This design comes from an exercise in tuning for small area, a short achievable clock period and few clock cycles per item on the open sky130 flow, not from production work.
The RTL was checked by simulation tests, not by an equivalence proof against the original design.
Power is estimated from default activity; no workload was simulated.

[design/flow/design.v]
`default_nettype none
module aes_tmi_byte
(
    input  wire [7:0] i,
    output wire [7:0] o
);
    wire t1 = i[4] ^ i[5];
    wire t2 = i[1] ^ i[2];
    wire t3 = i[7] ^ t2;
    wire t4 = i[3] ^ t1;
    assign o[0] = i[1];
    assign o[1] = i[1] ^ t1;
    assign o[2] = i[2] ^ t1;
    wire t5 = i[0] ^ i[4];
    assign o[3] = t2 ^ t5;
    assign o[4] = t4;
    assign o[5] = t3 ^ t4;
    wire t6 = i[0] ^ t1;
    assign o[6] = t3 ^ t6;
    assign o[7] = i[6] ^ t3;
endmodule
module aes_g_byte
(
    input  wire [7:0] i,
    output wire [7:0] o
);
    wire t1 = i[1] ^ i[5];
    wire t2 = i[2] ^ i[3];
    wire t3 = i[6] ^ t1;
    wire t4 = i[5] ^ i[7];
    wire t5 = i[3] ^ t3;
    wire t6 = i[0] ^ i[6];
    assign o[0] = t2 ^ t6;
    assign o[1] = i[4] ^ t4;
    assign o[2] = i[7] ^ t5;
    assign o[3] = t5;
    wire t7 = i[7] ^ t1;
    assign o[4] = t2 ^ t7;
    assign o[5] = i[4] ^ t3;
    assign o[6] = t2;
    assign o[7] = t4;
endmodule
module aes_tinv_byte
(
    input  wire [7:0] i,
    output wire [7:0] o
);
    wire t1 = i[1] ^ i[7];
    wire t2 = i[2] ^ i[3];
    wire t3 = i[5] ^ t1;
    wire t4 = i[4] ^ i[6];
    wire t5 = t2 ^ t3;
    wire t6 = i[3] ^ t3;
    wire t7 = i[0] ^ i[4];
    assign o[0] = t7 ^ t5;
    assign o[1] = i[7] ^ t4;
    assign o[2] = i[6] ^ t6;
    assign o[3] = t6;
    assign o[4] = t1;
    assign o[5] = i[7] ^ t2;
    assign o[6] = t4 ^ t5;
    assign o[7] = t2;
endmodule
module aes_lin_col
(
    input  wire [31:0] i,
    output wire [31:0] o
);
    wire t1 = i[0] ^ i[28];
    wire t2 = i[16] ^ i[21];
    wire t3 = i[4] ^ i[8];
    wire t4 = i[20] ^ i[24];
    wire t5 = i[13] ^ i[29];
    wire t6 = i[5] ^ i[12];
    wire t7 = i[1] ^ i[26];
    wire t8 = i[2] ^ i[9];
    wire t9 = i[10] ^ i[17];
    wire t10 = i[18] ^ i[25];
    wire t11 = i[6] ^ i[31];
    wire t12 = i[15] ^ i[22];
    wire t13 = i[11] ^ i[14];
    wire t14 = i[23] ^ i[30];
    wire t15 = i[3] ^ i[19];
    wire t16 = i[7] ^ i[27];
    wire t17 = t2 ^ t6;
    wire t18 = t4 ^ t5;
    wire t19 = i[29] ^ i[31];
    wire t20 = i[13] ^ i[15];
    wire t21 = t8 ^ t10;
    wire t22 = i[24] ^ t1;
    wire t23 = t7 ^ t9;
    wire t24 = i[0] ^ t3;
    wire t25 = i[5] ^ t14;
    wire t26 = t15 ^ t21;
    wire t27 = i[3] ^ i[16];
    wire t28 = i[12] ^ i[27];
    wire t29 = i[7] ^ i[8];
    wire t30 = i[14] ^ i[23];
    wire t31 = i[9] ^ t4;
    wire t32 = t3 ^ t5;
    wire t33 = i[11] ^ t2;
    wire t34 = i[2] ^ t12;
    wire t35 = i[18] ^ t11;
    wire t36 = t13 ^ t17;
    wire t37 = i[19] ^ i[22];
    wire t38 = i[4] ^ i[17];
    wire t39 = i[0] ^ i[26];
    wire t40 = i[1] ^ i[25];
    wire t41 = i[21] ^ i[27];
    wire t42 = i[13] ^ i[20];
    wire t43 = i[17] ^ i[19];
    wire t44 = i[21] ^ i[25];
    wire t45 = i[7] ^ i[17];
    wire t46 = i[16] ^ i[28];
    wire t47 = i[21] ^ i[28];
    wire t48 = t8 ^ t28;
    wire t49 = i[5] ^ t16;
    wire t50 = t1 ^ t10;
    wire t51 = t9 ^ t19;
    wire t52 = t6 ^ t29;
    wire t53 = t3 ^ t7;
    wire t54 = i[6] ^ t2;
    wire t55 = t13 ^ t37;
    wire t56 = i[8] ^ t14;
    wire t57 = i[20] ^ t1;
    wire t58 = i[7] ^ t8;
    wire t59 = t1 ^ t41;
    wire t60 = i[30] ^ t11;
    wire t61 = t18 ^ t25;
    wire t62 = i[12] ^ t31;
    wire t63 = i[10] ^ t25;
    wire t64 = t22 ^ t30;
    wire t65 = i[24] ^ t35;
    wire t66 = i[22] ^ t24;
    wire t67 = t33 ^ t63;
    wire t68 = t16 ^ t36;
    wire t69 = i[20] ^ t19;
    wire t70 = t40 ^ t6;
    wire t71 = t69 ^ t70;
    assign o[0] = t66 ^ t71;
    wire t72 = i[25] ^ t12;
    wire t73 = t43 ^ t53;
    wire t74 = t57 ^ t72;
    assign o[1] = t73 ^ t74;
    wire t75 = i[23] ^ i[4];
    wire t76 = t19 ^ t39;
    wire t77 = t75 ^ t76;
    assign o[2] = t77 ^ t68;
    wire t78 = i[14] ^ t16;
    wire t79 = t43 ^ t5;
    wire t80 = t78 ^ t79;
    assign o[3] = t65 ^ t80;
    wire t81 = i[15] ^ i[1];
    wire t82 = t30 ^ t81;
    wire t83 = t18 ^ t24;
    wire t84 = t54 ^ t58;
    wire t85 = t82 ^ t83;
    assign o[4] = t84 ^ t85;
    wire t86 = i[26] ^ t22;
    wire t87 = t55 ^ t58;
    assign o[5] = t86 ^ t87;
    wire t88 = t4 ^ t47;
    wire t89 = t51 ^ t88;
    assign o[6] = t26 ^ t89;
    wire t90 = i[30] ^ i[3];
    wire t91 = i[6] ^ t90;
    wire t92 = t23 ^ t32;
    wire t93 = t91 ^ t92;
    assign o[7] = t68 ^ t93;
    wire t94 = i[1] ^ i[30];
    wire t95 = i[9] ^ t42;
    wire t96 = t46 ^ t94;
    wire t97 = t52 ^ t95;
    assign o[8] = t96 ^ t97;
    wire t98 = t14 ^ t3;
    wire t99 = t40 ^ t46;
    wire t100 = t48 ^ t98;
    assign o[9] = t99 ^ t100;
    wire t101 = i[31] ^ t15;
    wire t102 = t101 ^ t18;
    wire t103 = t34 ^ t52;
    assign o[10] = t102 ^ t103;
    wire t104 = i[14] ^ i[3];
    wire t105 = t104 ^ t12;
    wire t106 = t39 ^ t44;
    wire t107 = t105 ^ t106;
    assign o[11] = t49 ^ t107;
    wire t108 = i[8] ^ i[9];
    wire t109 = t108 ^ t12;
    wire t110 = t109 ^ t17;
    wire t111 = t51 ^ t110;
    assign o[12] = t64 ^ t111;
    wire t112 = i[19] ^ i[27];
    wire t113 = i[30] ^ t112;
    wire t114 = t9 ^ t113;
    wire t115 = t24 ^ t34;
    assign o[13] = t114 ^ t115;
    wire t116 = i[11] ^ i[29];
    wire t117 = i[4] ^ t116;
    wire t118 = t117 ^ t23;
    wire t119 = t49 ^ t50;
    assign o[14] = t118 ^ t119;
    wire t120 = i[6] ^ t12;
    wire t121 = t120 ^ t18;
    wire t122 = t121 ^ t26;
    assign o[15] = t36 ^ t122;
    wire t123 = i[28] ^ t20;
    wire t124 = t38 ^ t123;
    wire t125 = t31 ^ t54;
    assign o[16] = t124 ^ t125;
    wire t126 = i[1] ^ i[4];
    wire t127 = t11 ^ t126;
    wire t128 = t27 ^ t9;
    wire t129 = t127 ^ t128;
    assign o[17] = t129 ^ t62;
    wire t130 = t16 ^ t20;
    wire t131 = t130 ^ t57;
    assign o[18] = t131 ^ t67;
    wire t132 = i[11] ^ i[1];
    wire t133 = i[3] ^ t132;
    wire t134 = t5 ^ t133;
    wire t135 = t34 ^ t56;
    assign o[19] = t134 ^ t135;
    wire t136 = i[16] ^ i[31];
    wire t137 = t10 ^ t136;
    wire t138 = t45 ^ t137;
    wire t139 = t138 ^ t61;
    assign o[20] = t66 ^ t139;
    wire t140 = i[10] ^ i[6];
    wire t141 = t10 ^ t140;
    wire t142 = t27 ^ t28;
    wire t143 = t141 ^ t142;
    assign o[21] = t56 ^ t143;
    wire t144 = t20 ^ t6;
    wire t145 = t144 ^ t53;
    assign o[22] = t145 ^ t26;
    wire t146 = t23 ^ t55;
    wire t147 = t59 ^ t146;
    assign o[23] = t61 ^ t147;
    wire t148 = i[12] ^ i[29];
    wire t149 = t148 ^ t38;
    wire t150 = t44 ^ t149;
    assign o[24] = t150 ^ t64;
    wire t151 = t13 ^ t45;
    wire t152 = t151 ^ t50;
    assign o[25] = t152 ^ t62;
    wire t153 = i[15] ^ i[23];
    wire t154 = t15 ^ t153;
    wire t155 = t47 ^ t154;
    wire t156 = t32 ^ t155;
    assign o[26] = t65 ^ t156;
    wire t157 = i[19] ^ i[9];
    wire t158 = t11 ^ t157;
    assign o[27] = t158 ^ t67;
    wire t159 = i[25] ^ t20;
    wire t160 = t29 ^ t7;
    wire t161 = t159 ^ t160;
    wire t162 = t17 ^ t22;
    wire t163 = t60 ^ t161;
    assign o[28] = t162 ^ t163;
    wire t164 = t13 ^ t27;
    wire t165 = t4 ^ t7;
    wire t166 = t164 ^ t165;
    assign o[29] = t35 ^ t166;
    wire t167 = i[23] ^ t42;
    wire t168 = t167 ^ t23;
    wire t169 = t33 ^ t48;
    assign o[30] = t168 ^ t169;
    wire t170 = i[22] ^ i[5];
    wire t171 = t170 ^ t32;
    wire t172 = t59 ^ t60;
    wire t173 = t171 ^ t172;
    assign o[31] = t26 ^ t173;
endmodule
module aes_norm_byte
(
    input  wire [7:0] z,
    output wire [3:0] d
);
    wire n9 = z[0] ^ z[2];
    wire n10 = z[6] ^ n9;
    wire n11 = z[2] ^ z[5];
    wire n12 = z[6] ^ n11;
    wire n13 = z[7] ^ n12;
    wire n14 = z[1] ^ z[3];
    wire n15 = z[5] ^ n14;
    wire n16 = z[3] ^ z[4];
    wire n17 = z[6] ^ n16;
    wire n18 = z[7] ^ n17;
    wire n19 = z[0] & z[4];
    wire n20 = z[1] & z[4];
    wire n21 = z[0] & z[5];
    wire n22 = n20 ^ n21;
    wire n23 = z[2] & z[4];
    wire n24 = z[1] & z[5];
    wire n25 = z[0] & z[6];
    wire n26 = n23 ^ n24;
    wire n27 = n25 ^ n26;
    wire n28 = z[3] & z[4];
    wire n29 = z[2] & z[5];
    wire n30 = z[1] & z[6];
    wire n31 = z[0] & z[7];
    wire n32 = n28 ^ n29;
    wire n33 = n30 ^ n31;
    wire n34 = n32 ^ n33;
    wire n35 = z[3] & z[5];
    wire n36 = z[2] & z[6];
    wire n37 = z[1] & z[7];
    wire n38 = n35 ^ n36;
    wire n39 = n37 ^ n38;
    wire n40 = z[3] & z[6];
    wire n41 = z[2] & z[7];
    wire n42 = n40 ^ n41;
    wire n43 = z[3] & z[7];
    wire n44 = n19 ^ n39;
    wire n45 = n22 ^ n42;
    wire n46 = n39 ^ n45;
    wire n47 = n27 ^ n43;
    wire n48 = n42 ^ n47;
    wire n49 = n34 ^ n43;
    wire n50 = n10 ^ n44;
    wire n51 = n13 ^ n46;
    wire n52 = n15 ^ n48;
    wire n53 = n18 ^ n49;
    assign d[0] = n50;
    assign d[1] = n51;
    assign d[2] = n52;
    assign d[3] = n53;
endmodule
module aes_s1_byte
(
    input  wire [7:0] z,
    input  wire [3:0] d,
    output wire [7:0] o
);
    wire [3:0] th;
    assign th[0] = (d == 4'd1) | (d == 4'd2) | (d == 4'd4) | (d == 4'd5) | (d == 4'd6) | (d == 4'd8) | (d == 4'd11) | (d == 4'd14);
    assign th[1] = (d == 4'd3) | (d == 4'd5) | (d == 4'd6) | (d == 4'd7) | (d == 4'd8) | (d == 4'd9) | (d == 4'd12) | (d == 4'd14);
    assign th[2] = (d == 4'd3) | (d == 4'd4) | (d == 4'd6) | (d == 4'd7) | (d == 4'd8) | (d == 4'd10) | (d == 4'd11) | (d == 4'd13);
    assign th[3] = (d == 4'd2) | (d == 4'd3) | (d == 4'd4) | (d == 4'd5) | (d == 4'd8) | (d == 4'd10) | (d == 4'd12) | (d == 4'd15);
    wire m12 = th[0] & z[0];
    wire m13 = th[1] & z[0];
    wire m14 = th[0] & z[1];
    wire m15 = m13 ^ m14;
    wire m16 = th[2] & z[0];
    wire m17 = th[1] & z[1];
    wire m18 = th[0] & z[2];
    wire m19 = m16 ^ m17;
    wire m20 = m18 ^ m19;
    wire m21 = th[3] & z[0];
    wire m22 = th[2] & z[1];
    wire m23 = th[1] & z[2];
    wire m24 = th[0] & z[3];
    wire m25 = m21 ^ m22;
    wire m26 = m23 ^ m24;
    wire m27 = m25 ^ m26;
    wire m28 = th[3] & z[1];
    wire m29 = th[2] & z[2];
    wire m30 = th[1] & z[3];
    wire m31 = m28 ^ m29;
    wire m32 = m30 ^ m31;
    wire m33 = th[3] & z[2];
    wire m34 = th[2] & z[3];
    wire m35 = m33 ^ m34;
    wire m36 = th[3] & z[3];
    wire m37 = m12 ^ m32;
    wire m38 = m15 ^ m35;
    wire m39 = m32 ^ m38;
    wire m40 = m20 ^ m36;
    wire m41 = m35 ^ m40;
    wire m42 = m27 ^ m36;
    wire m43 = th[0] & z[4];
    wire m44 = th[1] & z[4];
    wire m45 = th[0] & z[5];
    wire m46 = m44 ^ m45;
    wire m47 = th[2] & z[4];
    wire m48 = th[1] & z[5];
    wire m49 = th[0] & z[6];
    wire m50 = m47 ^ m48;
    wire m51 = m49 ^ m50;
    wire m52 = th[3] & z[4];
    wire m53 = th[2] & z[5];
    wire m54 = th[1] & z[6];
    wire m55 = th[0] & z[7];
    wire m56 = m52 ^ m53;
    wire m57 = m54 ^ m55;
    wire m58 = m56 ^ m57;
    wire m59 = th[3] & z[5];
    wire m60 = th[2] & z[6];
    wire m61 = th[1] & z[7];
    wire m62 = m59 ^ m60;
    wire m63 = m61 ^ m62;
    wire m64 = th[3] & z[6];
    wire m65 = th[2] & z[7];
    wire m66 = m64 ^ m65;
    wire m67 = th[3] & z[7];
    wire m68 = m43 ^ m63;
    wire m69 = m46 ^ m66;
    wire m70 = m63 ^ m69;
    wire m71 = m51 ^ m67;
    wire m72 = m66 ^ m71;
    wire m73 = m58 ^ m67;
    assign o[0] = m37;
    assign o[1] = m39;
    assign o[2] = m41;
    assign o[3] = m42;
    assign o[4] = m68;
    assign o[5] = m70;
    assign o[6] = m72;
    assign o[7] = m73;
endmodule
module aes_inv_s1
(
    input  wire [127:0] x,
    input  wire [63:0]  d,
    input  wire [127:0] kg,
    output wire [127:0] a
);
    wire [127:0] q;
    aes_s1_byte u_0_0 (.z(x[127:120]), .d(d[63:60]), .o(q[127:120]));
    aes_s1_byte u_0_1 (.z(x[119:112]), .d(d[59:56]), .o(q[119:112]));
    aes_s1_byte u_0_2 (.z(x[111:104]), .d(d[55:52]), .o(q[111:104]));
    aes_s1_byte u_0_3 (.z(x[103:96]), .d(d[51:48]), .o(q[103:96]));
    aes_s1_byte u_1_0 (.z(x[95:88]), .d(d[47:44]), .o(q[95:88]));
    aes_s1_byte u_1_1 (.z(x[87:80]), .d(d[43:40]), .o(q[87:80]));
    aes_s1_byte u_1_2 (.z(x[79:72]), .d(d[39:36]), .o(q[79:72]));
    aes_s1_byte u_1_3 (.z(x[71:64]), .d(d[35:32]), .o(q[71:64]));
    aes_s1_byte u_2_0 (.z(x[63:56]), .d(d[31:28]), .o(q[63:56]));
    aes_s1_byte u_2_1 (.z(x[55:48]), .d(d[27:24]), .o(q[55:48]));
    aes_s1_byte u_2_2 (.z(x[47:40]), .d(d[23:20]), .o(q[47:40]));
    aes_s1_byte u_2_3 (.z(x[39:32]), .d(d[19:16]), .o(q[39:32]));
    aes_s1_byte u_3_0 (.z(x[31:24]), .d(d[15:12]), .o(q[31:24]));
    aes_s1_byte u_3_1 (.z(x[23:16]), .d(d[11:8]), .o(q[23:16]));
    aes_s1_byte u_3_2 (.z(x[15:8]), .d(d[7:4]), .o(q[15:8]));
    aes_s1_byte u_3_3 (.z(x[7:0]), .d(d[3:0]), .o(q[7:0]));
    assign a = q ^ kg;
endmodule
module aes_norms
(
    input  wire [127:0] x,
    output wire [63:0]  d
);
    aes_norm_byte n_0_0 (.z(x[127:120]), .d(d[63:60]));
    aes_norm_byte n_0_1 (.z(x[119:112]), .d(d[59:56]));
    aes_norm_byte n_0_2 (.z(x[111:104]), .d(d[55:52]));
    aes_norm_byte n_0_3 (.z(x[103:96]), .d(d[51:48]));
    aes_norm_byte n_1_0 (.z(x[95:88]), .d(d[47:44]));
    aes_norm_byte n_1_1 (.z(x[87:80]), .d(d[43:40]));
    aes_norm_byte n_1_2 (.z(x[79:72]), .d(d[39:36]));
    aes_norm_byte n_1_3 (.z(x[71:64]), .d(d[35:32]));
    aes_norm_byte n_2_0 (.z(x[63:56]), .d(d[31:28]));
    aes_norm_byte n_2_1 (.z(x[55:48]), .d(d[27:24]));
    aes_norm_byte n_2_2 (.z(x[47:40]), .d(d[23:20]));
    aes_norm_byte n_2_3 (.z(x[39:32]), .d(d[19:16]));
    aes_norm_byte n_3_0 (.z(x[31:24]), .d(d[15:12]));
    aes_norm_byte n_3_1 (.z(x[23:16]), .d(d[11:8]));
    aes_norm_byte n_3_2 (.z(x[15:8]), .d(d[7:4]));
    aes_norm_byte n_3_3 (.z(x[7:0]), .d(d[3:0]));
endmodule
module aes_inv_s2
(
    input  wire [127:0] a,
    output wire [127:0] y
);
    wire [127:0] v;
    aes_lin_col l_0 (.i({a[103:96], a[111:104], a[119:112], a[127:120]}), .o({v[103:96], v[111:104], v[119:112], v[127:120]}));
    aes_lin_col l_1 (.i({a[71:64], a[79:72], a[87:80], a[95:88]}), .o({v[71:64], v[79:72], v[87:80], v[95:88]}));
    aes_lin_col l_2 (.i({a[39:32], a[47:40], a[55:48], a[63:56]}), .o({v[39:32], v[47:40], v[55:48], v[63:56]}));
    aes_lin_col l_3 (.i({a[7:0], a[15:8], a[23:16], a[31:24]}), .o({v[7:0], v[15:8], v[23:16], v[31:24]}));
    assign y[127:120] = v[127:120];
    assign y[119:112] = v[23:16];
    assign y[111:104] = v[47:40];
    assign y[103:96] = v[71:64];
    assign y[95:88] = v[95:88];
    assign y[87:80] = v[119:112];
    assign y[79:72] = v[15:8];
    assign y[71:64] = v[39:32];
    assign y[63:56] = v[63:56];
    assign y[55:48] = v[87:80];
    assign y[47:40] = v[111:104];
    assign y[39:32] = v[7:0];
    assign y[31:24] = v[31:24];
    assign y[23:16] = v[55:48];
    assign y[15:8] = v[79:72];
    assign y[7:0] = v[103:96];
endmodule
module aes_z0
(
    input  wire [127:0] ct,
    input  wire [127:0] k10,
    output wire [127:0] z
);
    wire [127:0] t;
    aes_tmi_byte m_0_0 (.i(ct[127:120] ^ k10[127:120]), .o(t[127:120]));
    aes_tmi_byte m_0_1 (.i(ct[23:16] ^ k10[23:16]), .o(t[119:112]));
    aes_tmi_byte m_0_2 (.i(ct[47:40] ^ k10[47:40]), .o(t[111:104]));
    aes_tmi_byte m_0_3 (.i(ct[71:64] ^ k10[71:64]), .o(t[103:96]));
    aes_tmi_byte m_1_0 (.i(ct[95:88] ^ k10[95:88]), .o(t[95:88]));
    aes_tmi_byte m_1_1 (.i(ct[119:112] ^ k10[119:112]), .o(t[87:80]));
    aes_tmi_byte m_1_2 (.i(ct[15:8] ^ k10[15:8]), .o(t[79:72]));
    aes_tmi_byte m_1_3 (.i(ct[39:32] ^ k10[39:32]), .o(t[71:64]));
    aes_tmi_byte m_2_0 (.i(ct[63:56] ^ k10[63:56]), .o(t[63:56]));
    aes_tmi_byte m_2_1 (.i(ct[87:80] ^ k10[87:80]), .o(t[55:48]));
    aes_tmi_byte m_2_2 (.i(ct[111:104] ^ k10[111:104]), .o(t[47:40]));
    aes_tmi_byte m_2_3 (.i(ct[7:0] ^ k10[7:0]), .o(t[39:32]));
    aes_tmi_byte m_3_0 (.i(ct[31:24] ^ k10[31:24]), .o(t[31:24]));
    aes_tmi_byte m_3_1 (.i(ct[55:48] ^ k10[55:48]), .o(t[23:16]));
    aes_tmi_byte m_3_2 (.i(ct[79:72] ^ k10[79:72]), .o(t[15:8]));
    aes_tmi_byte m_3_3 (.i(ct[103:96] ^ k10[103:96]), .o(t[7:0]));
    assign z = t ^ {16{8'h55}};
endmodule
module aes_g_word
(
    input  wire [31:0] i,
    output wire [31:0] o
);
    aes_g_byte b0 (.i(i[31:24]), .o(o[31:24]));
    aes_g_byte b1 (.i(i[23:16]), .o(o[23:16]));
    aes_g_byte b2 (.i(i[15:8]), .o(o[15:8]));
    aes_g_byte b3 (.i(i[7:0]), .o(o[7:0]));
endmodule
module aes_tinv_word
(
    input  wire [31:0] i,
    output wire [31:0] o
);
    aes_tinv_byte b0 (.i(i[31:24]), .o(o[31:24]));
    aes_tinv_byte b1 (.i(i[23:16]), .o(o[23:16]));
    aes_tinv_byte b2 (.i(i[15:8]), .o(o[15:8]));
    aes_tinv_byte b3 (.i(i[7:0]), .o(o[7:0]));
endmodule
module aes_kc_word
(
    output wire [31:0] o
);
    assign o = 32'haeaeaeae;
endmodule
`default_nettype wire
`default_nettype none
module aes_round_key_store
(
    input  logic         clk,
    input  logic         key_we,
    input  logic [5:0]   key_addr,
    input  logic [31:0]  key_wdata,
    input  logic [9:0]   round_sel,    
    output logic [127:0] round_key,    
    output logic [127:0] last_key      
);
    logic [31:0] mem [44];
    logic [31:0] wdata_g;
    logic [31:0] kc;
    logic        pend_q;
    logic [5:0]  pend_addr_q;
    logic [31:0] pend_data_q;
    aes_g_word i_g (
        .i (pend_data_q),
        .o (wdata_g)
    );
    aes_kc_word i_kc (
        .o (kc)
    );
    always_ff @(posedge clk)
    begin
        pend_q      <= key_we && (key_addr < 6'd40);
        pend_addr_q <= key_addr;
        pend_data_q <= key_wdata;
    end
    always_ff @(posedge clk)
    begin
        for (int i = 0; i < 44; i++)
        begin
            if (i >= 40)
            begin
                if (key_we && (key_addr == 6'(i)))
                begin
                    mem[i] <= key_wdata;
                end
            end
            else if (pend_q && (pend_addr_q == 6'(i)))
            begin
                mem[i] <= (i >= 4) ? (wdata_g ^ kc) : wdata_g;
            end
        end
    end
    assign last_key = {mem[40], mem[41], mem[42], mem[43]};
    always_comb
    begin
        round_key = '0;
        for (int r = 0; r < 10; r++)
        begin
            if (round_sel[r])
            begin
                round_key = round_key | {mem[4 * r], mem[4 * r + 1], mem[4 * r + 2], mem[4 * r + 3]};
            end
        end
    end
endmodule
`default_nettype wire
`default_nettype none
module aes_dec_regs
(
    input  logic         clk,
    input  logic         reset,
    input  logic [11:0]  paddr,
    input  logic         psel,
    input  logic         penable,
    input  logic         pwrite,
    input  logic [31:0]  pwdata,
    output logic [31:0]  prdata,
    output logic         pready,
    output logic         pslverr,
    input  logic         fin,         
    input  logic [127:0] plaintext,   
    output logic         key_we,
    output logic [5:0]   key_addr,
    output logic [31:0]  key_wdata,
    output logic         start,
    output logic [127:0] ciphertext
);
    logic        busy;
    logic        done;
    logic        busy_n;
    logic        done_n;
    logic        key_hit;
    logic        din_hit;
    logic        ctrl_hit;
    logic        stat_hit;
    logic        dout_hit;
    logic        err_n;
    logic [31:0] rd_n;
    logic [31:0] prdata_q;
    logic        err_q;
    logic        wr_q;       
    logic        key_q;
    logic        din_q;
    logic        ctrl_q;
    logic [5:0]  widx_q;
    logic        we;
    logic [31:0] ct_word;
    logic [31:0] pt_word;
    logic [31:0] pt_std;
    assign busy_n = busy && !fin;
    assign done_n = done || fin;
    assign key_hit  = (paddr < 12'h0b0);
    assign din_hit  = (paddr[11:4] == 8'h10);
    assign ctrl_hit = (paddr[11:2] == 10'h044);
    assign stat_hit = (paddr[11:2] == 10'h045);
    assign dout_hit = (paddr[11:4] == 8'h12);
    assign err_n = !(key_hit || din_hit || ctrl_hit || stat_hit || dout_hit)
                   || (pwrite && busy_n && (key_hit || din_hit || ctrl_hit))
                   || (pwrite && (stat_hit || dout_hit));
    assign ct_word = ciphertext[127 - 32 * paddr[3:2] -: 32];
    assign pt_word = plaintext[127 - 32 * paddr[3:2] -: 32];
    aes_tinv_word i_pt_back (
        .i (pt_word),
        .o (pt_std)
    );
    always_comb
    begin
        rd_n = '0;  
        if (stat_hit)
        begin
            rd_n = {30'd0, done_n, busy_n};
        end
        else if (din_hit)
        begin
            rd_n = ct_word;
        end
        else if (dout_hit)
        begin
            rd_n = pt_std;
        end
    end
    always_ff @(posedge clk)
    begin
        prdata_q <= rd_n;
        err_q    <= err_n;
        wr_q     <= pwrite && !err_n;
        key_q    <= key_hit;
        din_q    <= din_hit;
        ctrl_q   <= ctrl_hit;
        widx_q   <= paddr[7:2];
    end
    assign prdata  = prdata_q;
    assign pslverr = err_q;
    assign pready  = 1'b1;  
    assign we        = psel && penable && wr_q;
    assign key_we    = we && key_q;
    assign key_addr  = widx_q;
    assign key_wdata = pwdata;
    assign start     = we && ctrl_q && pwdata[0];
    always_ff @(posedge clk)
    begin
        if (we && din_q)
        begin
            ciphertext[127 - 32 * widx_q[1:0] -: 32] <= pwdata;
        end
    end
    always_ff @(posedge clk)
    begin
        if (reset)
        begin
            busy <= 1'b0;
            done <= 1'b0;
        end
        else if (start)
        begin
            busy <= 1'b1;
            done <= 1'b0;
        end
        else if (fin)
        begin
            busy <= 1'b0;
            done <= 1'b1;
        end
    end
endmodule
`default_nettype wire
`default_nettype none
module aes_dec_engine
(
    input  logic         clk,
    input  logic         reset,
    input  logic         start,
    input  logic [127:0] ciphertext,
    input  logic [127:0] last_key,
    input  logic [127:0] round_key,
    output logic [9:0]   round_sel,   
    output logic         fin,         
    output logic [127:0] plaintext
);
    logic         run;
    logic         ph;        
    logic [9:0]   rsel;      
    logic         pend_q;
    logic         z_ok_q;    
    logic         go;
    logic [127:0] state_q;
    logic [63:0]  norm_q;    
    logic [127:0] state_d;
    logic [63:0]  norm_d;
    logic [127:0] a_q;
    logic [127:0] z0;
    logic [127:0] s1_out;
    logic [127:0] s2_out;
    assign round_sel = rsel;
    assign plaintext = a_q;
    aes_z0 i_z0 (
        .ct  (ciphertext),
        .k10 (last_key),
        .z   (z0)
    );
    aes_inv_s1 i_s1 (
        .x  (state_q),
        .d  (norm_q),
        .kg (round_key),
        .a  (s1_out)
    );
    aes_inv_s2 i_s2 (
        .a (a_q),
        .y (s2_out)
    );
    assign go  = (start || pend_q) && z_ok_q && !run;
    assign fin = run && ph && rsel[0];
    assign state_d = run ? s2_out : z0;
    aes_norms i_norms (
        .x (state_d),
        .d (norm_d)
    );
    always_ff @(posedge clk)
    begin
        state_q <= state_d;
        norm_q  <= norm_d;
        if (go || (run && !ph))
        begin
            a_q <= s1_out;
        end
    end
    always_ff @(posedge clk)
    begin
        if (reset)
        begin
            run    <= 1'b0;
            ph     <= 1'b0;
            rsel   <= 10'b10_0000_0000;
            pend_q <= 1'b0;
            z_ok_q <= 1'b0;
        end
        else
        begin
            pend_q <= (start || pend_q) && !go;
            z_ok_q <= !run;
            if (go)
            begin
                run  <= 1'b1;
                ph   <= 1'b1;
                rsel <= 10'b01_0000_0000;
            end
            else if (run)
            begin
                ph <= !ph;
                if (!ph)
                begin
                    if (rsel[0])
                    begin
                        run  <= 1'b0;
                        rsel <= 10'b10_0000_0000;
                    end
                    else
                    begin
                        rsel <= rsel >> 1;
                    end
                end
            end
        end
    end
endmodule
`default_nettype wire
`default_nettype none
module aes_dec_top
(
    input  logic        clk,
    input  logic        reset,
    input  logic [11:0] paddr,
    input  logic        psel,
    input  logic        penable,
    input  logic        pwrite,
    input  logic [31:0] pwdata,
    output logic [31:0] prdata,
    output logic        pready,
    output logic        pslverr
);
    logic         key_we;
    logic [5:0]   key_addr;
    logic [31:0]  key_wdata;
    logic         start;
    logic         fin;
    logic [127:0] ciphertext;
    logic [127:0] plaintext;
    logic [127:0] round_key;
    logic [127:0] last_key;
    logic [9:0]   round_sel;
    aes_dec_regs i_aes_dec_regs (
        .clk        (clk),
        .reset      (reset),
        .paddr      (paddr),
        .psel       (psel),
        .penable    (penable),
        .pwrite     (pwrite),
        .pwdata     (pwdata),
        .prdata     (prdata),
        .pready     (pready),
        .pslverr    (pslverr),
        .fin        (fin),
        .plaintext  (plaintext),
        .key_we     (key_we),
        .key_addr   (key_addr),
        .key_wdata  (key_wdata),
        .start      (start),
        .ciphertext (ciphertext)
    );
    aes_round_key_store i_aes_round_key_store (
        .clk       (clk),
        .key_we    (key_we),
        .key_addr  (key_addr),
        .key_wdata (key_wdata),
        .round_sel (round_sel),
        .round_key (round_key),
        .last_key  (last_key)
    );
    aes_dec_engine i_aes_dec_engine (
        .clk        (clk),
        .reset      (reset),
        .start      (start),
        .ciphertext (ciphertext),
        .last_key   (last_key),
        .round_key  (round_key),
        .round_sel  (round_sel),
        .fin        (fin),
        .plaintext  (plaintext)
    );
endmodule
`default_nettype wire
[design/flow/config.mk]
export PLATFORM = sky130hd
export DESIGN_NAME = aes_dec_top
export DESIGN_NICKNAME = aes_dec_top
export VERILOG_FILES = /design/flow/design.v
export SDC_FILE = /design/flow/constraint.sdc
export NUM_CORES = 8
export LEC_CHECK = 0
export CAP_MARGIN = 20
export CORE_MARGIN = 2
export CORE_UTILIZATION = 40
export CTS_CLUSTER_DIAMETER = 100
export CTS_CLUSTER_SIZE = 25
export SLEW_MARGIN = 20
[design/flow/standard.sh]
#!/bin/bash
# synth_recipe.tcl (not shown) runs the flow's synth.tcl, then flattens the netlist and writes it again
# the make line also repeats each setting of config.mk as NAME=value (left out here)
make -C /OpenROAD-flow-scripts/flow DESIGN_CONFIG=/design/flow/config.mk WORK_HOME=/design/flow/orfs CLKGATE_MAP_FILE= SYNTH_SCRIPT=/design/flow/synth_recipe.tcl "${@:-finish}"
[design/flow/constraint.sdc]
create_clock -name core_clock -period 10.0 [get_ports {clk}]
set_input_delay 2.0000 -clock core_clock [delete_from_list [all_inputs] [get_ports {clk}]]
set_output_delay 2.0000 -clock core_clock [all_outputs]
set_load 0.01 [all_outputs]
[design/flow/flow/run.sh]
#!/bin/bash
# The standard layout (standard.sh, its synthesis unchanged) with two changes to how the layout
# is made: the port buffers are buf_2 cells, and timing repair works until the setup slack reaches
# SETUP_SLACK_MARGIN, well above zero at the 10 ns clock. The tools' output goes to standard.log.
set -euo pipefail
export SETUP_SLACK_MARGIN=6.8
export BUFFER_PORTS_ARGS="-buffer_cell sky130_fd_sc_hd__buf_2"
bash standard.sh > standard.log 2>&1
==> out/metrics.cfg, run 1 <==
[logic_synthesis]
yosysSeqAreaShare_pct = 58.0
synth_ff_type = edfxtp_1
synth_area_leaders = edfxtp_1 52%, xnor2_1 12%, dfxtp_1 6.0%
ys_ff_latch = 1954
synthCells = 7383
syn_nets = 7471
async_flop_share_pct = 0
synth_warnings = 4
synth_top_area_cell = edfxtp_1
yosys.area.top_type_share_pct = 51.9
syn_avg_cell_area_um2 = 13.0
synth_edf_count = 1664
ys_types = 78
syn_area_um2 = 96200

[detailed_routing]
drc = 0
num_vias = 62800
dr.pass1.iters = 5
wire_per_inst_um = 30.0
via_per_inst = 5.74
ant_nets = 0
drt-total-wl_um = 328000
drt_iter0_drc = 7944

[clock_tree]
clk_latency_ns = 0.79
root_buffer = clkbuf_16
cts_sinks = 1954
hold_buffers = 0
cts.reportedPaths.clkPinSlew_ns = 0.11
clk_path_buf_depth = 3
tritoncts = built
numCtsBuffers = 93
cts_max_level = 3

[worst_setup_path]
crit_fanout = 1
rr_startpoint = i_aes_dec_engine.rsel[8]$_SDFFE_PP0P_
rrSetupSlack_ns = 6.68
critical_path.startpoint_type = flip-flop
path_cells = buf_6
cp.buffers_inverters = 1
critical_path_class = reg -> out
required_ns = 8.00
cp_slowest_cell = dfxtp_4
startpoint = i_aes_dec_regs.prdata_q[23]$_SDFF_PP0_
end_kind = primary output
cp.arrival_ns = 1.38
cpPeakStageDelay_ns = 0.46
crit_family = flip-flops

[placed_design]
dp.cells = 10300
hpwl_um = 211000
gp_congestion = 0.951
place_ws_ns = 4.57
port_buffers = 79

[sta]
slew_headroom_pct = 28.3
finClkSkew_ns = 0.0469
min_period_ns = 3.38
slew_violations = 0
hold_ws_ns = 0.424
setup_viol = 0
worst_slew_pin_slew_ns = 1.08
fin_ws_ns = 6.62
report.final.hold_viol_count = 0
fin_crit_sh_pct = 33.8
tns_ns = 0
rsz0062_at_grt = true
max_freq_mhz = 295

[cells_and_area]
layout_common_cells = 1664 x edfxtp_1, 1148 x xnor2_1, 755 x nand2_1
layout-drive-gt1-share_pct = 17.8
layout_commonest_cell = edfxtp_1
fillers = 21000
layout.cells.non_filler = 10900
fin_util_pct = 46.3
area_growth_pct = 15.4
fin_nets = 7779

[die]
rows = 180
core_region_area_um2 = 240000
die_x_um = 494
die-area_um2 = 244000
die-height_um = 494
initial_utilization_pct = 40.1
io_pins = 83

[power]
power_density_nw_per_um2 = 129
peakVddDrop_mv = 0.138
p_leak_uw = 0.0383

[global_routing]
grt_overflow_total = 0
grt_pass1_vias = 58100
antenna_found_initial = 15
grt.total_usage_pct = 26.1
grt_start_max_net_pins = 85
grt_first_pass_wirelength_um = 453000

[min_path]
worstHoldStart = i_aes_dec_regs.widx_q[3]$_DFF_P_
min_path_type = reg -> reg

[job]
maxCapViolCount = 0

[outcome]
outcome = complete, no violations

final timing paths:
check	to	depth (start not counted)
hold / removal	i_aes_round_key_store.pend_addr_q[3]$_DFF_P_	0
setup / recovery	prdata[23]	1
setup reg to reg	i_aes_dec_engine.a_q[122]$_DFFE_PP_	7
hold reg to reg	i_aes_round_key_store.pend_addr_q[3]$_DFF_P_	0
registers in the layout, indices dropped and copies added (netlist names), 6 cells and up:
signal,count
i_aes_dec_regs.widx_q,6
i_aes_dec_regs.prdata_q,32
i_aes_dec_engine.state_q,128
i_aes_dec_engine.a_q,128
i_aes_round_key_store.pend_data_q,32
i_aes_round_key_store.mem,1408
i_aes_dec_engine.norm_q,64
i_aes_dec_regs.ciphertext,128
i_aes_dec_engine.rsel,10
i_aes_round_key_store.pend_addr_q,6
synth_stat cells, drive strengths merged, types with 19 or more instances:
cell and count:
mux4 64, ha 39, a221oi 137, xor2 422, nand3 28, and2 20
mux2 32, xor3 21, buf 166, nand3b 22, clkbuf 251, a21oi 138
o21ai 354, inv 218, a32oi 19, a22oi 438, dfxtp 290, nor2 204
a22o 139, xnor3 154, nand2b 31, mux2i 79, o21a 28, edfxtp 1664
xnor2 1337, nand2 776, nor2b 28, nand4 128
per-stage QoR:
step | power (µW) | area (µm²)
global placement | 9880 | 101000
finish | 14300 | 111000
global route | 14700 | 111000
floorplan | 9560 | 96600
detailed placement | 9900 | 101000
CTS | 14300 | 109000
cell families after synthesis:
| logic type | share of synthesized area, % |
|---|---|
| AO/OA/AOI/OAI | 9.74 |
| XOR/XNOR | 20.4 |
| adder cells (fa/ha/maj) | 0.507 |
| buffers and inverters | 2.64 |
| flip-flops | 58.0 |
| multiplexers | 2.86 |
| other | 0.00390 |
| AND/OR/NAND/NOR | 5.88 |
layer usage:
layer  track usage, %  routed length [µm]  part of all wire (%)  up-vias
li1                 -                   -                     -    27300
met1             37.0              137000                    42    31800
met2             39.3              145000                    44     3165
met3             4.67               30000                   9.1      526
met4             10.9               16400                   5.0        2
met5                0                  12                0.0037        -
area by class of cell:
| class | instances | area [µm²] | area share [%] |
|---|---|---|---|
| Clock inverter | 16 | 290 | 0.262 |
| Timing Repair inverter | 3 | 22.5 | 0.0203 |
| Inverter | 219 | 845 | 0.761 |
| Tap cell | 3185 | 3990 | 3.59 |
| Multi-Input combinational cell | 4802 | 41600 | 37.4 |
| Timing Repair Buffer | 618 | 5860 | 5.28 |
| Clock buffer | 137 | 2540 | 2.29 |
| Sequential cell | 1954 | 55900 | 50.3 |
| Antenna cell | 3 | 7.51 | 0.00676 |
timing repair:
action                     in CTS  in global routing
pin swaps                      40                 74
resized for setup             382                222
setup endpoints to repair     465                339
setup buffers                 275                131
cloned                         18                  3
report_power, final:
part	switching, µW	total (µW)	internal [µW]	leakage [µW]
combinational	554	729	175	0.0196
clock	2660	4510	1860	0.00136
sequential	26.5	9070	9050	0.0174
total	3240	14300	11100	0.0383
Testbench counts, summed over its fixed seeds: cycles 6,912, blocks 192.
==> run 2: changes to the inputs <==
--- a/design/flow/config.mk
+++ b/design/flow/config.mk
@@ -11,3 +11,4 @@
 export CTS_CLUSTER_DIAMETER = 100
 export CTS_CLUSTER_SIZE = 25
 export SLEW_MARGIN = 20
+export TNS_END_PERCENT = 5
==> out/metrics.cfg, run 2 <==
[clock_tree]
numCtsBuffers = 93  ; unchanged
cts_sinks = 1954  ; unchanged
cts_max_level = 3  ; unchanged
root_buffer = clkbuf_16
cts.reportedPaths.clkPinSlew_ns = 0.10  ; about the same
clk_path_buf_depth = 3  ; unchanged
clk_latency_ns = 0.79  ; about the same
tritoncts = built

[logic_synthesis]
synthMuxAreaShare_pct = 2.86  ; unchanged
yosysSeqAreaShare_pct = 58.0  ; unchanged
syn_area_um2 = 96200  ; unchanged
syn_avg_cell_area_um2 = 13.0  ; unchanged
syn_nets = 7471  ; unchanged
ys_ff_latch = 1954  ; unchanged
synth_ff_type = edfxtp_1
async_flop_share_pct = 0  ; unchanged
synth_most_common_cell = edfxtp_1
yosys.area_share.simple_pct = 5.88  ; unchanged
synthCells = 7383  ; unchanged
synth.top_cells.by_count = 1664 x edfxtp_1, 1312 x xnor2_1, 776 x nand2_1
ys_types = 78  ; unchanged
synth_edf_count = 1664  ; unchanged
synth_top_area_cell = edfxtp_1
synth_warnings = 4  ; unchanged
yosys.area.top_type_share_pct = 51.9  ; unchanged
yosys.area_share.adder_pct = 0.507  ; unchanged
synth_area_leaders = edfxtp_1 52%, xnor2_1 12%, dfxtp_1 6.0%
synthXorXnorAreaFrac_pct = 20.4  ; unchanged
synth_top_family_by_area = XOR/XNOR gates
synth_compound_area_share_pct = 9.74  ; unchanged

[die]
die-area_um2 = 244000  ; unchanged
rows = 180  ; unchanged
initial_utilization_pct = 40.1  ; unchanged
die-height_um = 494  ; unchanged
core_region_area_um2 = 240000  ; unchanged
die_x_um = 494  ; unchanged
io_pins = 83  ; unchanged

[detailed_routing]
drt-total-wl_um = 320000  ; -2.6%
ant_nets = 0  ; unchanged
drt_iter0_drc = 7620  ; -4.1%
drc = 0  ; unchanged
via_per_inst = 5.71  ; -0.56%
wire_per_inst_um = 29.5  ; -1.5%
met2_length_um = 139000  ; -3.7%
wl_met3_um = 30900  ; +3.1%
highest_layer = met5
dr.pass1.iters = 6  ; +1
num_vias = 61800  ; -1.6%
met1_length_um = 136000  ; -0.80%

[cells_and_area]
regMostFlops = i_aes_round_key_store.mem
area_growth_pct = 12.8
fin_util_pct = 45.2  ; -1.0 points
largest_reg_flops = 1408  ; unchanged
layout_commonest_cell = edfxtp_1
layout-drive-gt1-share_pct = 14.5  ; -3.3 points
stdcell_area_um2 = 109000  ; -2.2%
layout_common_cells = 1664 x edfxtp_1, 1201 x xnor2_1, 770 x nand2_1
fin_nets = 7646  ; -1.7%

[global_routing]
grt.total_usage_pct = 25.5  ; -0.59 points
grt_first_pass_wirelength_um = 444000  ; -1.9%
grt_pass1_vias = 57700  ; -0.83%
grt_start_max_net_pins = 123  ; +45%
grt_overflow_total = 0  ; unchanged
antenna_found_initial = 19  ; +4

[sta]
setup_viol = 0  ; unchanged
hold_ws_ns = 0.385  ; -0.0390 ns
max_freq_mhz = 285  ; -3.4%
finClkSkew_ns = 0.0421  ; -0.00479 ns
tns_ns = 0  ; unchanged
worst_slew_pin_slew_ns = 1.13  ; +0.0502 ns
report.final.hold_viol_count = 0  ; unchanged
slew_violations = 0  ; unchanged
rsz0062_at_grt = true
slew_headroom_pct = 25.0  ; -3.3 points
min_period_ns = 3.51  ; +0.120 ns
fin_crit_sh_pct = 35.1  ; +1.2 points

[placed_design]
port_buffers = 79  ; unchanged
gp_congestion = 0.982  ; +3.2%
hpwl_um = 207000  ; -2.1%
place_area_um2 = 100000  ; -0.21%

[power]
p_leak_uw = 0.0372  ; -3.0%
p_comb_share_pct = 4.4  ; -0.7 points
internal-power_uw = 11100  ; about the same
p_sw_uw = 3190  ; -1.6%
p_seq_share_pct = 63.7  ; +0.3 points
pwr-share-clk_pct = 31.9  ; +0.4 points
swShare_pct = 22.3  ; -0.28 points
power_density_nw_per_um2 = 131  ; +1.9%
peakVddDrop_mv = 0.143  ; +3.8%

[min_path]
min_path_type = reg -> reg

[worst_setup_path]
end_kind = flip-flop
rrSetupSlack_ns = 6.49  ; -0.19 ns
critical_path.startpoint_type = flip-flop
cpPeakStageDelay_ns = 0.60  ; +0.14 ns
path_cells = xnor2_1 > xnor3_1 > xnor2_1 > nand2_1 > o21ai_1 > nand2_1 > xnor2_1 > xnor2_1 > xnor2_1
crit_fanout = 5  ; +4
cp.arrival_ns = 4.18  ; +2.80 ns
cp_slowest_cell = edfxtp_1
critical_path_class = reg -> reg
required_ns = 10.68  ; +2.68 ns
cpMostUsedCell = xnor2_1

[outcome]
outcome = complete, no violations

[job]
maxCapViolCount = 0  ; unchanged

==> run 2: cell count changes in the layout (fill, tap and decap cells not counted), sizes merged <==
cell / previous run / this run
bufinv: 1 / 0
diode: 3 / 5
clkinvlp: 6 / 2
clkinv: 10 / 9
and2: 22 / 21
buf: 607 / 485
bufbuf: 7 / 3
nand2: 779 / 777
clkbuf: 141 / 152
inv: 221 / 226
nor2: 205 / 204
or3b: 6 / 5
==> run 2: path summary, 6_finish.rpt <==
kind                                       start                                            to  cells after the start
max reg2reg  i_aes_dec_engine.a_q[108]$_DFFE_PP_           i_aes_dec_engine.norm_q[62]$_DFF_P_                      9
min             i_aes_dec_regs.widx_q[3]$_DFF_P_  i_aes_round_key_store.pend_addr_q[3]$_DFF_P_                      0
max          i_aes_dec_engine.a_q[108]$_DFFE_PP_           i_aes_dec_engine.norm_q[62]$_DFF_P_                      9
min reg2reg     i_aes_dec_regs.widx_q[3]$_DFF_P_  i_aes_round_key_store.pend_addr_q[3]$_DFF_P_                      0
==> run 2: per-stage QoR <==
step | total power [µW] | cells | setup slack, ns
after global routing | 14600 | 10800 | 6.51
after floorplan | 9540 | 7383 | 5.94
after CTS | 14300 | 10700 | 6.62
after detailed placement | 9840 | 10300 | 4.50
final | 14300 | 10800 | 6.49
after global placement | 9820 | 10300 | 4.52
==> run 2: layout make-up <==
class / instances / area (µm²)
inverter: 219 / 835
antenna: 5 / 12.5
clock inverter: 17 / 260
sequential: 1954 / 55900
clock buffer: 148 / 2640
multi-input combinational: 4797 / 40400
fill: 21400 / 131000
timing repair inverter: 1 / 7.51
tap: 3185 / 3990
timing repair buffer: 492 / 4530
==> run 2: routing by layer <==
| metal | vias to the layer above | global-route usage (%) |
|---|---|---|
| met3 | 455 | 5.44 |
| met4 | 10 | 9.48 |
| met2 | 3036 | 37.7 |
| met1 | 31300 | 36.6 |
| li1 | 27000 | - |
| met5 | - | 0 |
==> run 2: cells by family after synthesis <==
logic type	after synthesis
muxes	175
and+or+nand+nor	1295
other	1
xor gates and xnor gates	1934
DFF	1954
AOI/OAI and AO/OA	1349
buffers and inverters	636
adders and majority gates	39
==> run 2: worst max-delay path: cells and delay by family, from the launching register on <==
family / cells / cell delay, ns
AND/OR/NAND/NOR: 2 / 0.31
XOR/XNOR: 6 / 2.15
flip-flops: 1 / 0.60
AO/OA/AOI/OAI: 1 / 0.37
==> run 2: power by group through the flow <==
stage,sequential [µW],clock (µW),combinational [µW]
2_1_floorplan,9250,0,291
3_3_place_gp,9270,0,550
3_5_place_dp,9270,0,573
4_1_cts,9080,4610,603
5_1_grt,9090,4860,667
6_report,9080,4550,624
==> run 2: what timing repair did <==
action	4_1_cts	5_1_grt
resized for setup	258	136
hold endpoints to repair	0	0
setup endpoints to repair	541	560
cloned	10	1
buffers inserted	196	85
hold buffers	0	0
pin swaps	22	25
==> run 3: changes to the inputs <==
==> design/flow/flow/run.sh (replaced) <==
#!/bin/bash
# The standard layout (standard.sh, its synthesis unchanged) with two changes to how the layout
# is made: the port buffers are buf_2 cells, and timing repair works until the setup slack reaches
# SETUP_SLACK_MARGIN, well above zero at the 10 ns clock. The tools' output goes to standard.log.
set -euo pipefail
export SETUP_SLACK_MARGIN=7.3
export BUFFER_PORTS_ARGS="-buffer_cell sky130_fd_sc_hd__buf_2"
bash standard.sh > standard.log 2>&1
==> out/metrics.cfg, run 3 <==
[logic_synthesis]
synthXorXnorAreaFrac_pct = 20.4  ; unchanged
synth_ff_type = edfxtp_1
yosys.area_share.adder_pct = 0.507  ; unchanged
async_flop_share_pct = 0  ; unchanged
synth_edf_count = 1664  ; unchanged
synth_compound_area_share_pct = 9.74  ; unchanged
synth_most_common_cell = edfxtp_1
synth.top_cells.by_count = 1664 x edfxtp_1, 1312 x xnor2_1, 776 x nand2_1
synth_top_family_by_area = XOR/XNOR gates
yosys.area_share.simple_pct = 5.88  ; unchanged
syn_avg_cell_area_um2 = 13.0  ; unchanged
synth_top_area_cell = edfxtp_1
yosys.area.top_type_share_pct = 51.9  ; unchanged
synth_warnings = 4  ; unchanged
yosysSeqAreaShare_pct = 58.0  ; unchanged
syn_nets = 7471  ; unchanged
synthCells = 7383  ; unchanged
syn_area_um2 = 96200  ; unchanged
ys_types = 78  ; unchanged
ys_ff_latch = 1954  ; unchanged
synth_area_leaders = edfxtp_1 52%, xnor2_1 12%, dfxtp_1 6.0%
synthMuxAreaShare_pct = 2.86  ; unchanged

[min_path]
min_path_type = reg -> reg

[detailed_routing]
drt_iter0_drc = 9083  ; +19%
drt-total-wl_um = 337000  ; +5.3%
num_vias = 64400  ; +4.3%
wire_per_inst_um = 30.5  ; +3.3%
ant_nets = 0  ; unchanged
via_per_inst = 5.84  ; +2.4%
drc = 0  ; unchanged
dr.pass1.iters = 6  ; unchanged

[die]
initial_utilization_pct = 40.1  ; unchanged
die_x_um = 494  ; unchanged
die-height_um = 494  ; unchanged
die-area_um2 = 244000  ; unchanged
io_pins = 83  ; unchanged
core_region_area_um2 = 240000  ; unchanged
rows = 180  ; unchanged

[sta]
slew_violations = 0  ; unchanged
report.final.hold_viol_count = 0  ; unchanged
min_period_ns = 3.44  ; -0.0661 ns
max_freq_mhz = 291  ; +1.9%
slew_headroom_pct = 27.7  ; +2.7 points
tns_ns = 0  ; unchanged
finClkSkew_ns = 0.0465  ; +0.00448 ns
fin_crit_sh_pct = 34.4  ; -0.66 points
setup_viol = 0  ; unchanged
worst_slew_pin_slew_ns = 1.09  ; -0.0404 ns
rsz0062_at_grt = true

[worst_setup_path]
path_cells = buf_6 > or3_4 > or4b_4 > or2_4 > nor2_4 > bufbuf_16 > nand2_1 > o21ai_0
required_ns = 10.71  ; +0.03 ns
end_kind = flip-flop
cp.arrival_ns = 4.15  ; -0.03 ns
reg2reg_depth = 6  ; -3
rrSetupSlack_ns = 6.59  ; +0.10 ns
cpPeakStageDelay_ns = 0.61  ; about the same
cp.depth = 8  ; -1
critical_path_class = in -> reg
rr_endpoint = i_aes_round_key_store.mem[15][2]$_DFFE_PP_
startpoint = paddr[9]
crit_fanout = 15  ; +10
cp_slowest_cell = or4b_4
crit_family = simple AND/OR/NAND/NOR gates
cp.buffers_inverters = 2  ; +2
critPathCapture = i_aes_dec_regs.prdata_q[18]$_SDFF_PP0_
rr_startpoint = i_aes_round_key_store.pend_data_q[6]$_DFF_P_
critical_path.startpoint_type = input port

[clock_tree]
hold_buffers = 0  ; unchanged
root_buffer = clkbuf_16
cts_sinks = 1954  ; unchanged
cts.reportedPaths.clkPinSlew_ns = 0.10  ; about the same
numCtsBuffers = 93  ; unchanged
cts_max_level = 3  ; unchanged
clk_path_buf_depth = 3  ; unchanged
tritoncts = built
clk_latency_ns = 0.82  ; +0.03 ns

[global_routing]
grt_start_max_net_pins = 109  ; -11%
grt.total_usage_pct = 25.7  ; +0.22 points
grt_pass1_vias = 58000  ; +0.67%
antenna_found_initial = 34  ; +15
grt_first_pass_wirelength_um = 448000  ; +0.77%
grt_overflow_total = 0  ; unchanged

[placed_design]
gp_congestion = 0.993  ; +1.1%
port_buffers = 79  ; unchanged
hpwl_um = 205000  ; -0.76%

[power]
peakVddDrop_mv = 0.134  ; -6.5%
total_power_uw = 14200  ; -0.11%
p_leak_uw = 0.0388  ; +4.3%
power_density_nw_per_um2 = 128  ; -2.9%

[cells_and_area]
largest_reg_flops = 1408  ; unchanged
regMostFlops = i_aes_round_key_store.mem
fin_nets = 7853  ; +2.7%
area_growth_pct = 16.1
layout-drive-gt1-share_pct = 18.2  ; +3.8 points
layout_common_cells = 1664 x edfxtp_1, 1148 x xnor2_1, 770 x nand2_1
layout_commonest_cell = edfxtp_1

[outcome]
outcome = complete, no violations

[job]
maxCapViolCount = 0  ; unchanged

==> run 3: power by group <==
group | switching [µW] | internal, µW
clock network | 2680 | 1860
logic | 497 | 135
registers | 22.0 | 9050
total | 3200 | 11000
==> run 3: cell families (layout without fill, tap and decap cells) <==
kind of cell	Yosys count	count (layout)
AOI/OAI and AO/OA	1349	1349
xor gates and xnor gates	1934	1934
adders and majority gates	39	39
buffers and inverters	636	1061
DFF	1954	1954
muxes	175	175
other	1	19
and+or+nand+nor	1295	1312
==> run 3: final cells by class <==
cell class	instances	area (µm²)
fill	20900	128000
tap	3185	3990
inverter	219	832
sequential	1954	55900
multi-input combinational	4810	41700
antenna	18	45.0
timing repair buffer	687	6390
clock inverter	20	302
clock buffer	135	2550
==> run 3: worst min path at each step <==
stage / from / endpoint / slack, ns / cells past startpoint
final: i_aes_dec_regs.widx_q[3]$_DFF_P_ / i_aes_round_key_store.pend_addr_q[3]$_DFF_P_ / 0.37 / 0
after global routing: i_aes_dec_regs.widx_q[3]$_DFF_P_ / i_aes_round_key_store.pend_addr_q[3]$_DFF_P_ / 0.39 / 0
after CTS: i_aes_dec_regs.widx_q[3]$_DFF_P_ / i_aes_round_key_store.pend_addr_q[3]$_DFF_P_ / 0.37 / 0
after detailed placement: i_aes_dec_regs.widx_q[3]$_DFF_P_ / i_aes_round_key_store.pend_addr_q[3]$_DFF_P_ / 0.36 / 0
after global placement: i_aes_dec_regs.widx_q[2]$_DFF_P_ / i_aes_round_key_store.pend_addr_q[2]$_DFF_P_ / 0.36 / 0
after floorplan: i_aes_dec_regs.widx_q[2]$_DFF_P_ / i_aes_round_key_store.pend_addr_q[2]$_DFF_P_ / 0.33 / 0
==> run 3: worst register-to-register path, cell delays in order, from the launching register on <==
cell and delay, ns:
dfxtp_1 0.69, xor2_1 0.17, xnor2_1 0.40, xnor2_1 0.17, buf_4 0.21, xor2_1 0.63, inv_1 0.69
==> run 3: repair_timing <==
| item | in CTS | in global routing |
|---|---|---|
| pin swaps | 41 | 113 |
| resized for setup | 255 | 356 |
| gates cloned | 12 | 17 |
| buffers inserted | 218 | 269 |
| endpoints found under the setup margin | 1611 | 1701 |
==> run 3: per-layer routing <==
layer  GRT usage (%)  wire [µm]
met1            37.3     138000
met2            37.9     147000
met3            4.90      35700
met4            9.86      15600
met5               0         36
==> run 3: per-stage QoR <==
| stage | util, % | cells | setup slack, ns | instance area (µm²) | hold WS (ns) |
|---|---|---|---|---|---|
| floorplan | - | 7383 | 6.18 | 96300 | 0.332 |
| detailed placement | 41.8 | 10300 | 5.06 | 100000 | 0.356 |
| global placement | 41.8 | 10300 | 5.09 | 100000 | 0.355 |
| CTS | 44.6 | 10700 | 6.60 | 107000 | 0.372 |
| finish | 46.6 | 11000 | 6.56 | 112000 | 0.373 |
| global route | 46.5 | 11000 | 6.58 | 112000 | 0.388 |
==> run 4: changes to the inputs <==
==> design/flow/flow/run.sh (replaced) <==
#!/bin/bash
# The standard layout (standard.sh, its synthesis unchanged) with two changes to how the layout
# is made: the port buffers are buf_2 cells, and timing repair works until the setup slack reaches
# SETUP_SLACK_MARGIN, well above zero at the 10 ns clock. The tools' output goes to standard.log.
set -euo pipefail
export SETUP_SLACK_MARGIN=7.0
export BUFFER_PORTS_ARGS="-buffer_cell sky130_fd_sc_hd__buf_2"
bash standard.sh > standard.log 2>&1
==> out/metrics.cfg, run 4 <==
[logic_synthesis]
syn_area_um2 = 96200  ; unchanged
synth_area_leaders = edfxtp_1 52%, xnor2_1 12%, dfxtp_1 6.0%
ys_types = 78  ; unchanged
synth_top_area_cell = edfxtp_1
yosysSeqAreaShare_pct = 58.0  ; unchanged
synth.top_cells.by_count = 1664 x edfxtp_1, 1312 x xnor2_1, 776 x nand2_1
synthCells = 7383  ; unchanged
async_flop_share_pct = 0  ; unchanged
synth_edf_count = 1664  ; unchanged
ys_ff_latch = 1954  ; unchanged
syn_avg_cell_area_um2 = 13.0  ; unchanged
synth_ff_type = edfxtp_1
yosys.area.top_type_share_pct = 51.9  ; unchanged
synth_most_common_cell = edfxtp_1
synth_warnings = 4  ; unchanged
syn_nets = 7471  ; unchanged

[clock_tree]
root_buffer = clkbuf_16
tritoncts = built
clk_path_buf_depth = 3  ; unchanged
cts_sinks = 1954  ; unchanged
clk_latency_ns = 0.81  ; about the same
cts_max_level = 3  ; unchanged
numCtsBuffers = 95  ; +2.2%
cts.reportedPaths.clkPinSlew_ns = 0.10  ; about the same

[sta]
report.final.hold_viol_count = 0  ; unchanged
fin_ws_ns = 6.67  ; +0.106 ns
worst_slew_pin_slew_ns = 1.11  ; +0.0274 ns
max_freq_mhz = 300  ; +3.2%
setup_viol = 0  ; unchanged
tns_ns = 0  ; unchanged
fin_crit_sh_pct = 33.3  ; -1.1 points
rsz0062_at_grt = true
finClkSkew_ns = 0.0406  ; -0.00591 ns
slew_headroom_pct = 25.8  ; -1.8 points
slew_violations = 0  ; unchanged
min_period_ns = 3.33  ; -0.106 ns

[worst_setup_path]
cp_slowest_cell = dfxtp_2
critical_path_class = reg -> out
rr_startpoint = i_aes_dec_engine.rsel[9]$_SDFFE_PP1P_
crit_fanout = 1  ; -14
crit_family = flip-flops
cpPeakStageDelay_ns = 0.39  ; -0.22 ns
rr_endpoint = i_aes_dec_engine.a_q[57]$_DFFE_PP_
startpoint = i_aes_dec_regs.prdata_q[0]$_DFF_P_
end_kind = primary output
critical_path.startpoint_type = flip-flop
path_cells = buf_2
cp.arrival_ns = 1.33  ; -2.82 ns
reg2reg_depth = 8  ; +2
cp.buffers_inverters = 1  ; -1
required_ns = 8.00  ; -2.71 ns
rrSetupSlack_ns = 6.67  ; +0.08 ns

[global_routing]
grt_busiest_layer = met2
grtUsageMet1_pct = 37.0  ; -0.27 points
grt_first_pass_wirelength_um = 448000  ; about the same
grt_pass1_vias = 58300  ; +0.49%
antenna_found_initial = 21  ; -38%
met2_usage_pct = 38.0  ; +0.068 points
grt_start_max_net_pins = 117  ; +7.3%
grt_overflow_total = 0  ; unchanged
grt.total_usage_pct = 25.7  ; -0.033 points
met3_usage_pct = 5.08  ; +0.17 points

[cells_and_area]
regMostFlops = i_aes_round_key_store.mem
layout_common_cells = 1664 x edfxtp_1, 1150 x xnor2_1, 772 x nand2_1
layout-drive-gt1-share_pct = 17.0  ; -1.3 points
layout_commonest_cell = edfxtp_1
fillers = 21200  ; +1.2%
multi_input_area_um2 = 41400  ; -0.65%
area_growth_pct = 14.7
largest_reg_flops = 1408  ; unchanged
ff_latch_area_um2 = 55900  ; about the same
fin_nets = 7734  ; -1.5%

[die]
die_x_um = 494  ; unchanged
io_pins = 83  ; unchanged
rows = 180  ; unchanged
die-height_um = 494  ; unchanged
core_region_area_um2 = 240000  ; unchanged
initial_utilization_pct = 40.1  ; unchanged
die-area_um2 = 244000  ; unchanged

[placed_design]
hpwl_um = 209000  ; +1.8%
port_buffers = 79  ; unchanged
gp_congestion = 1.02  ; +2.4%
place_ws_ns = 4.97  ; -0.0842 ns

[power]
p_leak_uw = 0.0380  ; -2.1%
peakVddDrop_mv = 0.136  ; +1.7%
power_density_nw_per_um2 = 130  ; +2.0%

[min_path]
hold_depth = 0  ; unchanged
min_path_type = reg -> reg
holdPathEnd = i_aes_round_key_store.pend_addr_q[5]$_DFF_P_
worstHoldStart = i_aes_dec_regs.widx_q[5]$_DFF_P_

[detailed_routing]
via_per_inst = 5.76  ; -1.4%
dr.pass1.iters = 6  ; unchanged
drt-total-wl_um = 324000  ; -3.7%
ant_nets = 0  ; unchanged
drt_iter0_drc = 8030  ; -12%
num_vias = 62800  ; -2.6%
drc = 0  ; unchanged
wire_per_inst_um = 29.7  ; -2.6%

[job]
maxCapViolCount = 0  ; unchanged

[outcome]
outcome = complete, no violations

[run 4: cell counts after synthesis]
No cell type changed its count.
[run 4: final cells by class]
cell class	instances	area share [%]
flip-flops and latches	1954	50.6
multi-input cells	4797	37.5
repair buffers	575	4.70
well taps	3185	3.61
clock buffers	131	2.34
inverters	219	0.769
clock inverters	24	0.373
repair inverters	4	0.0272
diodes	10	0.0227
[run 4: kinds of logic (layout without fill, tap and decap cells)]
family	Yosys count	count (layout)	synth area share [%]
AO/OA/AOI/OAI	1349	1350	9.74
XOR/XNOR	1934	1934	20.4
adder cells (fa/ha/maj)	39	39	0.507
buffers and inverters	636	953	2.64
flip-flops	1954	1954	58.0
multiplexers	175	175	2.86
other	1	11	0.00390
AND/OR/NAND/NOR	1295	1298	5.88
[run 4: metrics by stage]
| stage | utilization, % | area (µm²) | total power [µW] | hold WS [ns] | std cells |
|---|---|---|---|---|---|
| floorplan | - | 96300 | 9550 | 0.332 | 7383 |
| global placement | 41.8 | 100000 | 9810 | 0.384 | 10300 |
| detailed placement | 41.8 | 100000 | 9840 | 0.383 | 10300 |
| CTS | 44.9 | 108000 | 14400 | 0.408 | 10800 |
| global route | 46.0 | 110000 | 14700 | 0.405 | 10900 |
| finish | 46.0 | 110000 | 14400 | 0.413 | 10900 |
[run 4: worst reg2reg max path, cell delays in order (launching register included)]
cell and delay [ns]:
dfxtp_4 0.64, buf_6 0.48, buf_4 0.66, a221oi_1 0.17
nand4_1 0.40, xor2_1 0.22, xnor2_1 0.16, xnor2_1 0.10
xnor2_1 0.30
[run 4: metal layers]
metal	wire (µm)	part of all wire, %
met1	137000	42
met2	142000	44
met3	30700	9.5
met4	14300	4.4
met5	7	0.0022
[run 4: worst max-delay path by stage]
stage,end,slack (ns),depth (start not counted)
CTS,prdata[11],6.62,1
global route,i_aes_dec_engine.norm_q[57]$_DFF_P_,6.61,10
finish,prdata[0],6.67,1
detailed placement,i_aes_dec_regs.prdata_q[6]$_SDFF_PP0_,4.97,7
global placement,i_aes_dec_regs.prdata_q[6]$_SDFF_PP0_,4.99,7
floorplan,i_aes_dec_regs.prdata_q[0]$_DFF_P_,6.06,5
[run 4: report_power, final]
| part | internal (µW) | switching [µW] | total (µW) |
|---|---|---|---|
| combinational | 150 | 490 | 640 |
| sequential | 9050 | 32.2 | 9080 |
| clock | 1930 | 2710 | 4640 |
| total | 11100 | 3240 | 14400 |
[run 4: repair_timing]
| item | CTS | global route |
|---|---|---|
| endpoints found under the setup margin | 873 | 921 |
| cloned | 5 | 5 |
| hold buffers | 0 | 0 |
| setup buffers | 246 | 128 |
| resized for setup | 326 | 240 |
| pin swaps | 52 | 97 |

==> static timing again, ports no longer ideal <==
In the flow no input, the clock included, has a driving cell. The finished layouts below were timed again as built, in two steps.
Step 1 assumes that a clkbuf_16 drives the clock port and a buf_2 every other input.
Step 2 times the ports against the registers' clock, not the clock port: input delays grow and output delays shrink by t, the midpoint of the rising clock arrivals with the driver on.
a / b / c = ideal ports / drivers / drivers and shift; a / b = the first two.
| run | shift t [ns] | setup WS [ns] | hold slack, ns | worst setup path after step 2 | worst data-port slew with drivers (ns) |
|---|---|---|---|---|---|
| run 1 | 0.851 | 6.615 / 6.531 / 5.788 | 0.424 / 0.424 / 0.424 | input to register | 0.18 |
| run 2 | 0.873 | 6.495 / 6.495 / 5.740 | 0.385 / 0.385 / 0.385 | input to register | 0.21 |
| run 3 | 0.881 | 6.561 / 6.547 / 5.668 | 0.373 / 0.373 / 0.373 | input to register | 0.20 |
| run 4 | 0.873 | 6.667 / 6.582 / 5.747 | 0.413 / 0.413 / 0.413 | input to register | 0.21 |
After both steps every run listed still meets setup and hold. For run 4, which loses most, drivers alone change the setup slack by -0.085 ns; drivers and shift together by -0.920 ns.
